Background: an optimization exercise with open tools, aiming at small area, a short achievable clock period and few clock cycles per item. Do not read the settings as production practice. In this exercise RTL edits were held to simulation tests only and were not proved equivalent to the original.

==> flow/design.v (excerpt) <==
module epoch_seconds_to_date (
    input  logic        i_clk,
    input  logic        i_rst_n,
    input  logic        start,
    output logic        busy,
    input  logic [31:0] i_epoch_seconds,
    output logic        o_done,
    output logic [11:0] o_year,
    output logic [3:0]  o_month,
    output logic [4:0]  o_day,
    output logic [4:0]  o_hour,
    output logic [5:0]  o_minute,
    output logic [5:0]  o_second
);
Size in the first run: about 950 cells after synthesis, about 75 I/O pins, about 9100 um^2 of cells after synthesis.
Settings: LEC_CHECK=0, CAP_MARGIN=20, CORE_MARGIN=2, CORE_UTILIZATION=40, SLEW_MARGIN=20, SYNTH_HIERARCHICAL=1; clock period 20.0 ns.
standard.sh (not shown) runs the stock make flow with config.mk's settings and CLKGATE_MAP_FILE= SYNTH_SCRIPT=/design/flow/synth_recipe.tcl, a recipe that flattens the netlist after the stock synthesis.
==> flow/flow/run.sh <==
#!/bin/bash
# Standard layout, with the ports buffered by buf_2 cells instead of the
# cell buffer_ports picks by default.
set -e
cp standard.sh standard.sh.log
export BUFFER_PORTS_ARGS="-buffer_cell sky130_fd_sc_hd__buf_2"
bash standard.sh > standard_run.log 2>&1
Testbench counts at the start, summed over its fixed seeds: cycles 3,208, items 3,200.
Change:
==> flow/flow/run.sh (replaced) <==
#!/bin/bash
# Standard layout, with the ports buffered by buf_2 cells and timing repair
# aiming for a larger setup slack.
set -e
cp standard.sh standard.sh.log
export BUFFER_PORTS_ARGS="-buffer_cell sky130_fd_sc_hd__buf_2"
export SETUP_SLACK_MARGIN=9.3
bash standard.sh > standard_run.log 2>&1
Outcome: Final cell count increases by 0.30%. Fmax increases by 7.5%. Core utilization increases by 0.59 points. First-iteration DRC count increases by 1.9%. Worst setup slack is better by 0.78 ns.
Change:
--- a/flow/flow/run.sh
+++ b/flow/flow/run.sh
@@ -5,4 +5,4 @@
 cp standard.sh standard.sh.log
 export BUFFER_PORTS_ARGS="-buffer_cell sky130_fd_sc_hd__buf_2"
-export SETUP_SLACK_MARGIN=9.3
+export SETUP_SLACK_MARGIN=10.0
 bash standard.sh > standard_run.log 2>&1
Outcome: Core utilization climbs by 1.8 points; synthesized area stays the same; first-iteration DRC count climbs by 29%; via count climbs by 2.5%; maximum frequency climbs by 3.8%; cell count climbs by 1.4%; worst setup slack improves by 0.39 ns; worst hold slack improves by 0.0031 ns; cell area climbs by 4.1%; critical path depth stays the same.
Change:
==> flow/run.sh (new file) <==
#!/bin/bash
# synth_recipe.tcl (not shown) runs the flow's synth.tcl, then flattens the netlist and writes it again
# the make line also repeats each setting of config.mk as NAME=value (left out here)
make -C /OpenROAD-flow-scripts/flow DESIGN_CONFIG=/design/flow/config.mk WORK_HOME=/design/flow/orfs CLKGATE_MAP_FILE= SYNTH_SCRIPT=/design/flow/synth_recipe.tcl finish
removed: flow/flow/run.sh
removed: flow/standard.sh
Outcome: Clock-buffer cell count does not change. Routed wire length falls by 3.7%. Via count falls by 2.2%. Synthesized cell count is unchanged. Worst setup slack degrades by 1.6 ns. First-iteration DRC count falls by 29%. Cell area falls by 1.6%. Area after synthesis does not change.

* * *

Another version of the RTL of epoch_seconds_to_date (not shown whole).
For scale: roughly 870 cells after synthesis, about 37 flip-flops, ~0.0084 mm^2 of cells after synthesis.
export LEC_CHECK = 0
export CAP_MARGIN = 20
export CORE_MARGIN = 2
export CORE_UTILIZATION = 40
export SLEW_MARGIN = 20
export SYNTH_HIERARCHICAL = 1
create_clock -name core_clock -period 20.0 [get_ports {i_clk}]
==> flow/flow/run.sh <==
#!/bin/bash
# Standard layout (bash standard.sh, its synthesis unchanged), with the ports
# buffered by buf_2 cells and timing repair aiming for a larger setup slack.
set -e
cp standard.sh standard.sh.log
export BUFFER_PORTS_ARGS="-buffer_cell sky130_fd_sc_hd__buf_2"
export SETUP_SLACK_MARGIN=9.6
bash standard.sh > standard_run.log 2>&1
The starting point completed without violations.
Testbench counts at the start, summed over its fixed seeds: cycles 3,208, items 3,200.
Edit:
--- a/flow/flow/run.sh
+++ b/flow/flow/run.sh
@@ -5,4 +5,4 @@
 cp standard.sh standard.sh.log
 export BUFFER_PORTS_ARGS="-buffer_cell sky130_fd_sc_hd__buf_2"
-export SETUP_SLACK_MARGIN=9.6
+export SETUP_SLACK_MARGIN=10.9
 bash standard.sh > standard_run.log 2>&1
Outcome:
- final area increases by 12%
- maximum frequency rises by about 7%
- utilization came out higher by 5.1 points
- count of clock-buffer cells in the layout is unchanged
- global-route usage rose by 0.93 points
- setup slack gains 0.67 ns
- area after synthesis is unchanged
- cell count came out higher by 4.0%
- critical path depth drops by 1

* * *

Starting RTL as in the previous note.
export LEC_CHECK = 0
export CAP_MARGIN = 20
export CORE_MARGIN = 2
export CORE_UTILIZATION = 40
export SLEW_MARGIN = 20
export SYNTH_HIERARCHICAL = 1
create_clock -name core_clock -period 20.0 [get_ports {i_clk}]
==> flow/flow/run.sh <==
#!/bin/bash
# Standard layout (bash standard.sh, its synthesis unchanged), with the ports
# buffered by buf_2 cells and timing repair aiming for a larger setup slack.
set -e
cp standard.sh standard.sh.log
export BUFFER_PORTS_ARGS="-buffer_cell sky130_fd_sc_hd__buf_2"
export SETUP_SLACK_MARGIN=10.1
bash standard.sh > standard_run.log 2>&1
Testbench counts at the start, summed over its fixed seeds: cycles 3,208, items 3,200.
Change:
--- a/flow/flow/run.sh
+++ b/flow/flow/run.sh
@@ -7 +7 @@
-export SETUP_SLACK_MARGIN=10.1
+export SETUP_SLACK_MARGIN=10.5
Cell count is higher by 0.83%.
Wire length is higher by 1.7%.
Area after synthesis is unchanged.
Setup slack improves by 0.25 ns.
Design area is higher by 3.3%.
Core utilization is higher by 1.5 points.
First-iteration DRC count is lower by 12%.

* * *

Setup of run A:
Another version of the RTL of epoch_seconds_to_date (not shown whole).
Size in the first run: roughly 880 cells after synthesis, ~75 I/O pins, about 0.0084 mm² of cells after synthesis.
Settings: LEC_CHECK=0, CAP_MARGIN=20, CORE_MARGIN=2, CORE_UTILIZATION=40, SLEW_MARGIN=20, SYNTH_HIERARCHICAL=1; clock period 20.0 ns.
==> flow/flow/run.sh <==
#!/bin/bash
# Standard layout (bash standard.sh, its synthesis unchanged), with the ports
# buffered by buf_2 cells and timing repair aiming for a larger setup slack.
set -e
cp standard.sh standard.sh.log
export BUFFER_PORTS_ARGS="-buffer_cell sky130_fd_sc_hd__buf_2"
export SETUP_SLACK_MARGIN=9.6
bash standard.sh > standard_run.log 2>&1
Testbench counts of run A, summed over its fixed seeds: cycles 3,208, items 3,200.
The inputs of run B differ from those of run A as listed below.
--- a/flow/flow/run.sh
+++ b/flow/flow/run.sh
@@ -7 +7 @@
-export SETUP_SLACK_MARGIN=9.6
+export SETUP_SLACK_MARGIN=10.7
[summary]
- The flow did not stop early for run B: all stages ran, and the layout cleared the timing, DRC and antenna checks.
- Higher placed cell area goes to run B over run A.
- Setup WNS run A -> run B: better
- Run B vs run A, launching element of the worst setup path: i_epoch_seconds[23] vs r_yq[0]
- Looking at post-layout utilization of the core, run B sits 5.2 points higher than run A does.
--- input diff run B..run C ---
==> flow/flow/run.sh <==
#!/bin/bash
# Standard layout (bash standard.sh, its synthesis unchanged), with the ports
# buffered by buf_1 cells and timing repair aiming for a larger setup slack.
set -e
cp standard.sh standard.sh.log
export BUFFER_PORTS_ARGS="-buffer_cell sky130_fd_sc_hd__buf_1"
export SETUP_SLACK_MARGIN=10.0
bash standard.sh > standard_run.log 2>&1
[summary]
Run C vs. run B: maximum single-stage delay on the critical path grew by 0.02 ns, setup slack lower, final cycle utilization of the critical path went up, average wire length per cell after detail routing moved down, number of setup buffers added after CTS went down by 37.
Run C vs run B, worst setup path startpoint: i_epoch_seconds[29] vs i_epoch_seconds[23]

==> separate check: timing with driven ports <==
No port has a modelled driver above. Below, the same layouts with a new extraction and two added sets of constraints.
Step 1 sets driving cells, clkbuf_16 on the clock port and buf_2 on the other inputs (assumed; they add their load-dependent delay and slew).
Step 2, shift: input delay + t, output delay - t, t = (earliest + latest rising clock arrival at the registers) / 2. This alone moves slack from input paths to output paths.
Slacks: no drivers / after step 1 / after step 2; pairs: no drivers / after step 1.
run	shift t [ns]	setup WS [ns]	hold slack, ns	cell pins on the clock port's net
the first run of note 1	0.332	8.822 / 8.843 / 8.511	3.805 / 3.788 / 4.119	1
the second run of note 1	0.332	9.603 / 9.620 / 9.288	3.805 / 3.787 / 4.119	1
the third run of note 1	0.322	9.988 / 9.983 / 9.661	3.808 / 3.796 / 4.117	1
the fourth run of note 1	0.329	8.375 / 8.390 / 8.061	4.144 / 4.134 / 4.463	1
the first run of note 2	0.312	10.189 / 10.154 / 10.012	3.817 / 3.803 / 4.116	1
the second run of note 2	0.310	10.862 / 10.826 / 10.660	3.822 / 3.806 / 4.116	1
the first run of note 3	0.312	10.511 / 10.477 / 10.214	3.817 / 3.803 / 4.116	1
the second run of note 3	0.312	10.760 / 10.732 / 10.463	3.818 / 3.804 / 4.116	1
run A	0.324	9.846 / 9.808 / 9.677	3.805 / 3.787 / 4.111	1
run B	0.321	10.403 / 10.379 / 10.081	3.810 / 3.792 / 4.112	1
run C	0.326	10.142 / 10.137 / 9.823	3.790 / 3.775 / 4.101	1
After both steps every run listed still meets setup and hold. The setup slack of the third run of note 1, which loses most, moves by -0.005 ns with the drivers and by -0.327 ns with both steps.
